This is an optimization exercise on Yosys and OpenROAD, whose aim is small area, not a production implementation. RTL that was checked went through simulation tests only; none was proved equivalent to the original. No activity file was given, so power comes from the tool's default toggle rates. No driver is modelled on the clock port, so clocking that relies on it looks cheaper here than on a real chip.

==> v36 <==
==> flow/design.v <==
module text_console #(
  parameter int COLS   = 20,
  parameter int ROWS   = 15,
  parameter int CHAR_W = 32,
  parameter int CHAR_H = 32
) (
  input  logic                      clk,
  input  logic                      rst_n,
  input  logic                      in_valid,
  input  logic [7:0]                in_char,
  output logic                      in_ready,
  input  logic                      clear,
  input  logic [9:0]                currentX,
  input  logic [9:0]                currentY,
  output logic [7:0]                char,
  output logic [9:0]                initialX,
  output logic [9:0]                initialY,
  output logic [$clog2(COLS)-1:0]   cursor_col,
  output logic [$clog2(ROWS)-1:0]   cursor_row,
  output logic                      busy
);
  localparam int CW  = $clog2(COLS);
  localparam int RW  = $clog2(ROWS);
  localparam int XSH = $clog2(CHAR_W);
  localparam int YSH = $clog2(CHAR_H);
  logic          busy_r, rowclr_r;
  logic [CW-1:0] col_q, col_next;
  logic [RW-1:0] row_q, row_next;
  logic          busy_next, rowclr_next;
  logic          adv_row;
  logic          we;
  logic          w_space;
  logic          w_back;
  assign busy       = busy_r;
  assign in_ready   = !busy_r && !clear;
  assign cursor_col = busy_r ? '0 : col_q;
  assign cursor_row = busy_r ? '0 : row_q;
  always_ff @(posedge clk or negedge rst_n) begin
    if (!rst_n) begin
      busy_r   <= 1'b1;
      rowclr_r <= 1'b0;
      col_q    <= '0;
      row_q    <= '0;
    end else begin
      busy_r   <= busy_next;
      rowclr_r <= rowclr_next;
      col_q    <= col_next;
      row_q    <= row_next;
    end
  end
  always_comb begin
    busy_next   = busy_r;
    rowclr_next = rowclr_r;
    col_next    = col_q;
    row_next    = row_q;
    adv_row     = 1'b0;
    we          = 1'b0;
    w_space     = 1'b1;
    w_back      = 1'b0;
    if (busy_r) begin
      we = 1'b1;
      if (col_q < CW'(COLS - 1)) begin
        col_next = col_q + CW'(1);
      end else begin
        col_next = '0;
        if (rowclr_r || row_q == RW'(ROWS - 1)) begin
          row_next    = '0;
          busy_next   = 1'b0;
          rowclr_next = 1'b0;
        end else begin
          row_next = row_q + RW'(1);
        end
      end
    end else if (clear) begin
      busy_next   = 1'b1;
      rowclr_next = 1'b0;
      col_next    = '0;
      row_next    = '0;
    end else if (in_valid) begin
      if (in_char >= 8'h20 && in_char <= 8'h7E) begin
        we      = 1'b1;
        w_space = 1'b0;
        if (col_q < CW'(COLS - 1)) begin
          col_next = col_q + CW'(1);
        end else begin
          col_next = '0;
          adv_row  = 1'b1;
        end
      end else if (in_char == 8'h0A) begin
        col_next = '0;
        adv_row  = 1'b1;
      end else if (in_char == 8'h0D) begin
        col_next = '0;
      end else if (in_char == 8'h08 && col_q != '0) begin
        col_next = col_q - CW'(1);
        we       = 1'b1;
        w_back   = 1'b1;
      end
      if (adv_row) begin
        if (row_q < RW'(ROWS - 1)) begin
          row_next = row_q + RW'(1);
        end else begin
          row_next    = '0;
          busy_next   = 1'b1;
          rowclr_next = 1'b1;
        end
      end
    end
  end
  logic [6:0]      wdata;
  logic [CW-1:0]   wcol;
  logic [ROWS-1:0] row_en;
  logic [COLS-1:0] col_en;
  assign wdata = w_space ? 7'h20 : in_char[6:0];
  assign wcol  = w_back ? col_q - CW'(1) : col_q;
  always_comb begin
    for (int r = 0; r < ROWS; r++) row_en[r] = we && (row_q == RW'(r));
    for (int c = 0; c < COLS; c++) col_en[c] = (wcol == CW'(c));
  end
  logic [6:0] cbuf [ROWS][COLS];
  for (genvar r = 0; r < ROWS; r++) begin : g_row
    for (genvar c = 0; c < COLS; c++) begin : g_col
      always_ff @(posedge clk) begin
        if (row_en[r] && col_en[c]) cbuf[r][c] <= wdata;
      end
    end
  end
  logic [9:0]      col_r, row_r;
  logic            in_range;
  logic [COLS-1:0] col_sel;
  logic [ROWS-1:0] row_sel;
  logic [6:0]      row_val [ROWS];
  logic [6:0]      rd;
  assign col_r    = currentX >> XSH;
  assign row_r    = currentY >> YSH;
  assign in_range = (col_r < 10'(COLS)) && (row_r < 10'(ROWS));
  always_comb begin
    for (int c = 0; c < COLS; c++) col_sel[c] = (col_r == 10'(c));
    for (int r = 0; r < ROWS; r++) row_sel[r] = (row_r == 10'(r));
    for (int r = 0; r < ROWS; r++) begin
      row_val[r] = '0;
      for (int c = 0; c < COLS; c++) row_val[r] = row_val[r] | (cbuf[r][c] & {7{col_sel[c]}});
    end
    rd = '0;
    for (int r = 0; r < ROWS; r++) rd = rd | (row_val[r] & {7{row_sel[r]}});
  end
  logic [6:0] char_q;
  logic [4:0] ix_q, iy_q;
  always_ff @(posedge clk or negedge rst_n) begin
    if (!rst_n) begin
      char_q <= 7'h20;
      ix_q   <= '0;
      iy_q   <= '0;
    end else begin
      char_q <= rd | {1'b0, !in_range, 5'b0};
      ix_q   <= in_range ? currentX[9:5] : '0;
      iy_q   <= in_range ? currentY[9:5] : '0;
    end
  end
  assign char     = {1'b0, char_q};
  assign initialX = {ix_q, 5'b0};
  assign initialY = {iy_q, 5'b0};
endmodule
==> flow/run.sh <==
#!/bin/bash
# synth_recipe.tcl (not shown) runs the flow's synth.tcl, then flattens the netlist and writes it again
# the make line also repeats each setting of config.mk as NAME=value (left out here)
make -C /OpenROAD-flow-scripts/flow DESIGN_CONFIG=/design/flow/config.mk WORK_HOME=/design/flow/orfs CLKGATE_MAP_FILE= SYNTH_SCRIPT=/design/flow/synth_recipe.tcl finish
==> flow/config.mk <==
export PLATFORM = sky130hd
export DESIGN_NAME = text_console
export DESIGN_NICKNAME = text_console
export VERILOG_FILES = /design/flow/design.v
export SDC_FILE = /design/flow/constraint.sdc
export NUM_CORES = 4
export LEC_CHECK = 0
export CAP_MARGIN = 20
export CORE_MARGIN = 2
export CORE_UTILIZATION = 40
export SLEW_MARGIN = 20
==> flow/constraint.sdc <==
create_clock -name core_clock -period 8.0 [get_ports {clk}]
set_input_delay 1.6000 -clock core_clock [delete_from_list [all_inputs] [get_ports {clk}]]
set_output_delay 1.6000 -clock core_clock [all_outputs]
set_load 0.01 [all_outputs]
==> v13: changes against v36 <==
--- a/flow/design.v
+++ b/flow/design.v
@@ -111,9 +111,9 @@
   logic [CW-1:0]   wcol;
-  logic [ROWS-1:0] row_en;
-  logic [COLS-1:0] col_en;
   assign wdata = w_space ? 7'h20 : in_char[6:0];
   assign wcol  = w_back ? col_q - CW'(1) : col_q;
+  logic [ROWS-1:0] row_en_n;
+  logic [COLS-1:0] col_en_n;
   always_comb begin
-    for (int r = 0; r < ROWS; r++) row_en[r] = we && (row_q == RW'(r));
-    for (int c = 0; c < COLS; c++) col_en[c] = (wcol == CW'(c));
+    for (int r = 0; r < ROWS; r++) row_en_n[r] = !(we && (row_q == RW'(r)));
+    for (int c = 0; c < COLS; c++) col_en_n[c] = (wcol != CW'(c));
   end
@@ -122,4 +122,6 @@
     for (genvar c = 0; c < COLS; c++) begin : g_col
+      logic en;
+      text_console_nor2 u_en (.a(row_en_n[r]), .b(col_en_n[c]), .y(en));
       always_ff @(posedge clk) begin
-        if (row_en[r] && col_en[c]) cbuf[r][c] <= wdata;
+        if (en) cbuf[r][c] <= wdata;
       end
@@ -131,3 +133,2 @@
   logic [ROWS-1:0] row_sel;
-  logic [6:0]      row_val [ROWS];
   logic [6:0]      rd;
@@ -136,2 +137,5 @@
   assign in_range = (col_r < 10'(COLS)) && (row_r < 10'(ROWS));
+  localparam int NG = ROWS / 3;
+  logic [NG-1:0] grp_n [COLS][7];
+  logic [6:0]    col_val [COLS];
   always_comb begin
@@ -139,8 +143,17 @@
     for (int r = 0; r < ROWS; r++) row_sel[r] = (row_r == 10'(r));
-    for (int r = 0; r < ROWS; r++) begin
-      row_val[r] = '0;
-      for (int c = 0; c < COLS; c++) row_val[r] = row_val[r] | (cbuf[r][c] & {7{col_sel[c]}});
+  end
+  for (genvar c = 0; c < COLS; c++) begin : g_rd_col
+    for (genvar b = 0; b < 7; b++) begin : g_rd_bit
+      for (genvar g = 0; g < NG; g++) begin : g_rd_grp
+        text_console_aoi3 u_aoi (
+          .d({cbuf[3*g+2][c][b], cbuf[3*g+1][c][b], cbuf[3*g][c][b]}),
+          .s(row_sel[3*g+2:3*g]), .y_n(grp_n[c][b][g]));
+      end
     end
+  end
+  always_comb begin
+    for (int c = 0; c < COLS; c++)
+      for (int b = 0; b < 7; b++) col_val[c][b] = !(&grp_n[c][b]);
     rd = '0;
-    for (int r = 0; r < ROWS; r++) rd = rd | (row_val[r] & {7{row_sel[r]}});
+    for (int c = 0; c < COLS; c++) rd = rd | (col_val[c] & {7{col_sel[c]}});
   end
@@ -163 +176,15 @@
 endmodule
+module text_console_aoi3 (
+  input  logic [2:0] d,
+  input  logic [2:0] s,
+  output logic       y_n
+);
+  assign y_n = !(|(d & s));
+endmodule
+module text_console_nor2 (
+  input  logic a,
+  input  logic b,
+  output logic y
+);
+  assign y = !(a || b);
+endmodule
==> flow/flow/run.sh (new file) <==
#!/bin/bash
set -euo pipefail
bash standard.sh \
  "CTS_ARGS=-sink_clustering_enable -repair_clock_nets -sink_clustering_size 33 -sink_clustering_max_diameter 80 -buf_list sky130_fd_sc_hd__clkbuf_16 -dont_use_dummy_load" \
  "BUFFER_PORTS_ARGS=-buffer_cell sky130_fd_sc_hd__buf_1" \
  finish > standard_flow.log 2>&1
==> flow/standard.sh (new file) <==
#!/bin/bash
# synth_recipe.tcl (not shown) runs the flow's synth.tcl, then flattens the netlist and writes it again
# the make line also repeats each setting of config.mk as NAME=value (left out here)
make -C /OpenROAD-flow-scripts/flow DESIGN_CONFIG=/design/flow/config.mk WORK_HOME=/design/flow/orfs CLKGATE_MAP_FILE= SYNTH_SCRIPT=/design/flow/synth_recipe.tcl "${@:-finish}"
Settings changed: CAP_MARGIN 20 to 0, CORE_UTILIZATION 40 to 70, CTS_BUF_LIST set to sky130_fd_sc_hd__clkbuf_16, CTS_CLUSTER_DIAMETER set to 80, CTS_CLUSTER_SIZE set to 33, SLEW_MARGIN 20 to 0, SYNTH_HIERARCHICAL set to 1.
removed: flow/run.sh
==> v19: changes against v36 <==
--- a/flow/design.v
+++ b/flow/design.v
@@ -111,9 +111,9 @@
   logic [CW-1:0]   wcol;
-  logic [ROWS-1:0] row_en;
-  logic [COLS-1:0] col_en;
   assign wdata = w_space ? 7'h20 : in_char[6:0];
   assign wcol  = w_back ? col_q - CW'(1) : col_q;
+  logic [ROWS-1:0] row_en_n;
+  logic [COLS-1:0] col_en_n;
   always_comb begin
-    for (int r = 0; r < ROWS; r++) row_en[r] = we && (row_q == RW'(r));
-    for (int c = 0; c < COLS; c++) col_en[c] = (wcol == CW'(c));
+    for (int r = 0; r < ROWS; r++) row_en_n[r] = !(we && (row_q == RW'(r)));
+    for (int c = 0; c < COLS; c++) col_en_n[c] = (wcol != CW'(c));
   end
@@ -122,4 +122,6 @@
     for (genvar c = 0; c < COLS; c++) begin : g_col
+      logic en;
+      text_console_nor2 u_en (.a(row_en_n[r]), .b(col_en_n[c]), .y(en));
       always_ff @(posedge clk) begin
-        if (row_en[r] && col_en[c]) cbuf[r][c] <= wdata;
+        if (en) cbuf[r][c] <= wdata;
       end
@@ -131,3 +133,2 @@
   logic [ROWS-1:0] row_sel;
-  logic [6:0]      row_val [ROWS];
   logic [6:0]      rd;
@@ -136,2 +137,5 @@
   assign in_range = (col_r < 10'(COLS)) && (row_r < 10'(ROWS));
+  localparam int NG = ROWS / 3;
+  logic [NG-1:0] grp_n [COLS][7];
+  logic [6:0]    col_val [COLS];
   always_comb begin
@@ -139,8 +143,17 @@
     for (int r = 0; r < ROWS; r++) row_sel[r] = (row_r == 10'(r));
-    for (int r = 0; r < ROWS; r++) begin
-      row_val[r] = '0;
-      for (int c = 0; c < COLS; c++) row_val[r] = row_val[r] | (cbuf[r][c] & {7{col_sel[c]}});
+  end
+  for (genvar c = 0; c < COLS; c++) begin : g_rd_col
+    for (genvar b = 0; b < 7; b++) begin : g_rd_bit
+      for (genvar g = 0; g < NG; g++) begin : g_rd_grp
+        text_console_aoi3 u_aoi (
+          .d({cbuf[3*g+2][c][b], cbuf[3*g+1][c][b], cbuf[3*g][c][b]}),
+          .s(row_sel[3*g+2:3*g]), .y_n(grp_n[c][b][g]));
+      end
     end
+  end
+  always_comb begin
+    for (int c = 0; c < COLS; c++)
+      for (int b = 0; b < 7; b++) col_val[c][b] = !(&grp_n[c][b]);
     rd = '0;
-    for (int r = 0; r < ROWS; r++) rd = rd | (row_val[r] & {7{row_sel[r]}});
+    for (int c = 0; c < COLS; c++) rd = rd | (col_val[c] & {7{col_sel[c]}});
   end
@@ -163 +176,15 @@
 endmodule
+module text_console_aoi3 (
+  input  logic [2:0] d,
+  input  logic [2:0] s,
+  output logic       y_n
+);
+  assign y_n = !(|(d & s));
+endmodule
+module text_console_nor2 (
+  input  logic a,
+  input  logic b,
+  output logic y
+);
+  assign y = !(a || b);
+endmodule
Settings changed: CAP_MARGIN 20 to 0, CORE_UTILIZATION 40 to 70, CTS_BUF_LIST set to sky130_fd_sc_hd__clkbuf_16, CTS_CLUSTER_DIAMETER set to 80, CTS_CLUSTER_SIZE set to 30, SLEW_MARGIN 20 to 0, SYNTH_HIERARCHICAL set to 1.
==> v22: changes against v36 <==
--- a/flow/design.v
+++ b/flow/design.v
@@ -111,9 +111,9 @@
   logic [CW-1:0]   wcol;
-  logic [ROWS-1:0] row_en;
-  logic [COLS-1:0] col_en;
   assign wdata = w_space ? 7'h20 : in_char[6:0];
   assign wcol  = w_back ? col_q - CW'(1) : col_q;
+  logic [ROWS-1:0] row_en_n;
+  logic [COLS-1:0] col_en_n;
   always_comb begin
-    for (int r = 0; r < ROWS; r++) row_en[r] = we && (row_q == RW'(r));
-    for (int c = 0; c < COLS; c++) col_en[c] = (wcol == CW'(c));
+    for (int r = 0; r < ROWS; r++) row_en_n[r] = !(we && (row_q == RW'(r)));
+    for (int c = 0; c < COLS; c++) col_en_n[c] = (wcol != CW'(c));
   end
@@ -122,4 +122,6 @@
     for (genvar c = 0; c < COLS; c++) begin : g_col
+      logic en;
+      text_console_nor2 u_en (.a(row_en_n[r]), .b(col_en_n[c]), .y(en));
       always_ff @(posedge clk) begin
-        if (row_en[r] && col_en[c]) cbuf[r][c] <= wdata;
+        if (en) cbuf[r][c] <= wdata;
       end
@@ -131,3 +133,2 @@
   logic [ROWS-1:0] row_sel;
-  logic [6:0]      row_val [ROWS];
   logic [6:0]      rd;
@@ -136,2 +137,5 @@
   assign in_range = (col_r < 10'(COLS)) && (row_r < 10'(ROWS));
+  localparam int NG = ROWS / 3;
+  logic [NG-1:0] grp_n [COLS][7];
+  logic [6:0]    col_val [COLS];
   always_comb begin
@@ -139,8 +143,17 @@
     for (int r = 0; r < ROWS; r++) row_sel[r] = (row_r == 10'(r));
-    for (int r = 0; r < ROWS; r++) begin
-      row_val[r] = '0;
-      for (int c = 0; c < COLS; c++) row_val[r] = row_val[r] | (cbuf[r][c] & {7{col_sel[c]}});
+  end
+  for (genvar c = 0; c < COLS; c++) begin : g_rd_col
+    for (genvar b = 0; b < 7; b++) begin : g_rd_bit
+      for (genvar g = 0; g < NG; g++) begin : g_rd_grp
+        text_console_aoi3 u_aoi (
+          .d({cbuf[3*g+2][c][b], cbuf[3*g+1][c][b], cbuf[3*g][c][b]}),
+          .s(row_sel[3*g+2:3*g]), .y_n(grp_n[c][b][g]));
+      end
     end
+  end
+  always_comb begin
+    for (int c = 0; c < COLS; c++)
+      for (int b = 0; b < 7; b++) col_val[c][b] = !(&grp_n[c][b]);
     rd = '0;
-    for (int r = 0; r < ROWS; r++) rd = rd | (row_val[r] & {7{row_sel[r]}});
+    for (int c = 0; c < COLS; c++) rd = rd | (col_val[c] & {7{col_sel[c]}});
   end
@@ -163 +176,15 @@
 endmodule
+module text_console_aoi3 (
+  input  logic [2:0] d,
+  input  logic [2:0] s,
+  output logic       y_n
+);
+  assign y_n = !(|(d & s));
+endmodule
+module text_console_nor2 (
+  input  logic a,
+  input  logic b,
+  output logic y
+);
+  assign y = !(a || b);
+endmodule
Settings changed: CAP_MARGIN 20 to 0, CORE_UTILIZATION 40 to 80, CTS_BUF_LIST set to sky130_fd_sc_hd__clkbuf_16, CTS_CLUSTER_DIAMETER set to 80, CTS_CLUSTER_SIZE set to 30, SLEW_MARGIN 20 to 0, SYNTH_HIERARCHICAL set to 1.
==> summary.md <==
| Metric | Value |
|---|---|
| Status | `complete, no violations` |
| Total number of H-tree levels | `4` |
| Met2 Usage GRT | `40.97%` |
| Critical path launch point | `in_char[4]` |
| Met1 usage | `37.71%` |
| Fraction of layout cells with a size suffix above 1 | `10.56%` |
| Final WL | `296600 um` |
Source of the figures above: v36

==> summary.md <==
| Metric | Value |
|---|---|
| Clk buf depth | `3` |
| Ant. Diodes | `1` |
| Critical path launch point | `currentY[7]` |
| Die Y | `333.3 um` |
| Fraction of layout cells with a size suffix above 1 | `5.335%` |
| Port bufs | `49` |
| Met1 usage | `48.17%` |
| Total number of H-tree levels | `3` |
| Hold buffer count at CTS | `0` |
| Dominant kind of cell | `flip-flops and latches` |
| Critical-path top delay cell | `or4_1` |
| Largest Register | `cbuf` |
| Max Slew Vio Count | `0` |
| Mapped cell area | `75930 um2` |
| Status | `complete, no violations` |
Source of the figures above: v13

==> summary.md <==
| Metric | Value |
|---|---|
| Fmax | `190.3 MHz` |
| Worst endpoint required time | `8.65 ns` |
| Total number of H-tree levels | `3` |
| Worst path depth | `11` |
| Status | `complete, no violations` |
| Fraction of layout cells with a size suffix above 1 | `5.577%` |
| Final WL | `191500 um` |
| Met1 usage | `48.19%` |
| Critical path launch point | `currentY[7]` |
Source of the figures above: v19

==> summary.md <==
| Metric | Value |
|---|---|
| Status | `complete, no violations` |
| Register Area | `63760 um2` |
| Final WL | `194600 um` |
| Non-clk bufs | `125` |
| Cell Int Power | `0.01466 W` |
| Fraction of layout cells with a size suffix above 1 | `5.373%` |
| Largest net degree at the start of global routing | `214` |
| Logic pwr share | `7.7%` |
| Total number of H-tree levels | `3` |
| Met1 usage | `55.72%` |
| Flop pwr share | `65.8%` |
| Slew @ Worst Pin | `1.269 ns` |
Source of the figures above: v22

Only the layout flow was run in v36; the RTL was not checked for function there.

-- static timing again, ports no longer ideal --
The results above use ideal ports. As a check the final layouts listed here were re-extracted and re-timed, cells and wires unchanged.
Step 1: set_driving_cell puts a clkbuf_16 on clk and a buf_2 on each other input, an assumption about the parent block.
Step 2 adds t to the input delays and takes it off the output delays; t is the mean of the earliest and latest rising clock arrival at the registers after step 1. Input paths then give back, and output paths get back, about the clock's delay inside the block.
a / b / c = ideal ports / drivers / drivers and shift; a / b = the first two.
run	shift t [ns]	setup WS [ns]	worst register clock-pin slew, ns	worst data-port slew with drivers (ns)	cell pins on the clock port's net
v36	0.941	2.053 / 2.110 / 1.170	0.07 / 0.07	0.20	1
v13	0.766	2.879 / 2.930 / 2.164	0.12 / 0.12	0.15	1
v19	0.774	2.746 / 2.770 / 1.995	0.12 / 0.12	0.12	1
v22	0.779	2.590 / 2.636 / 1.857	0.12 / 0.12	0.08	1
After both steps every run listed still meets setup and hold. For v36, which loses most, drivers alone change the setup slack by +0.057 ns; drivers and shift together by -0.883 ns.
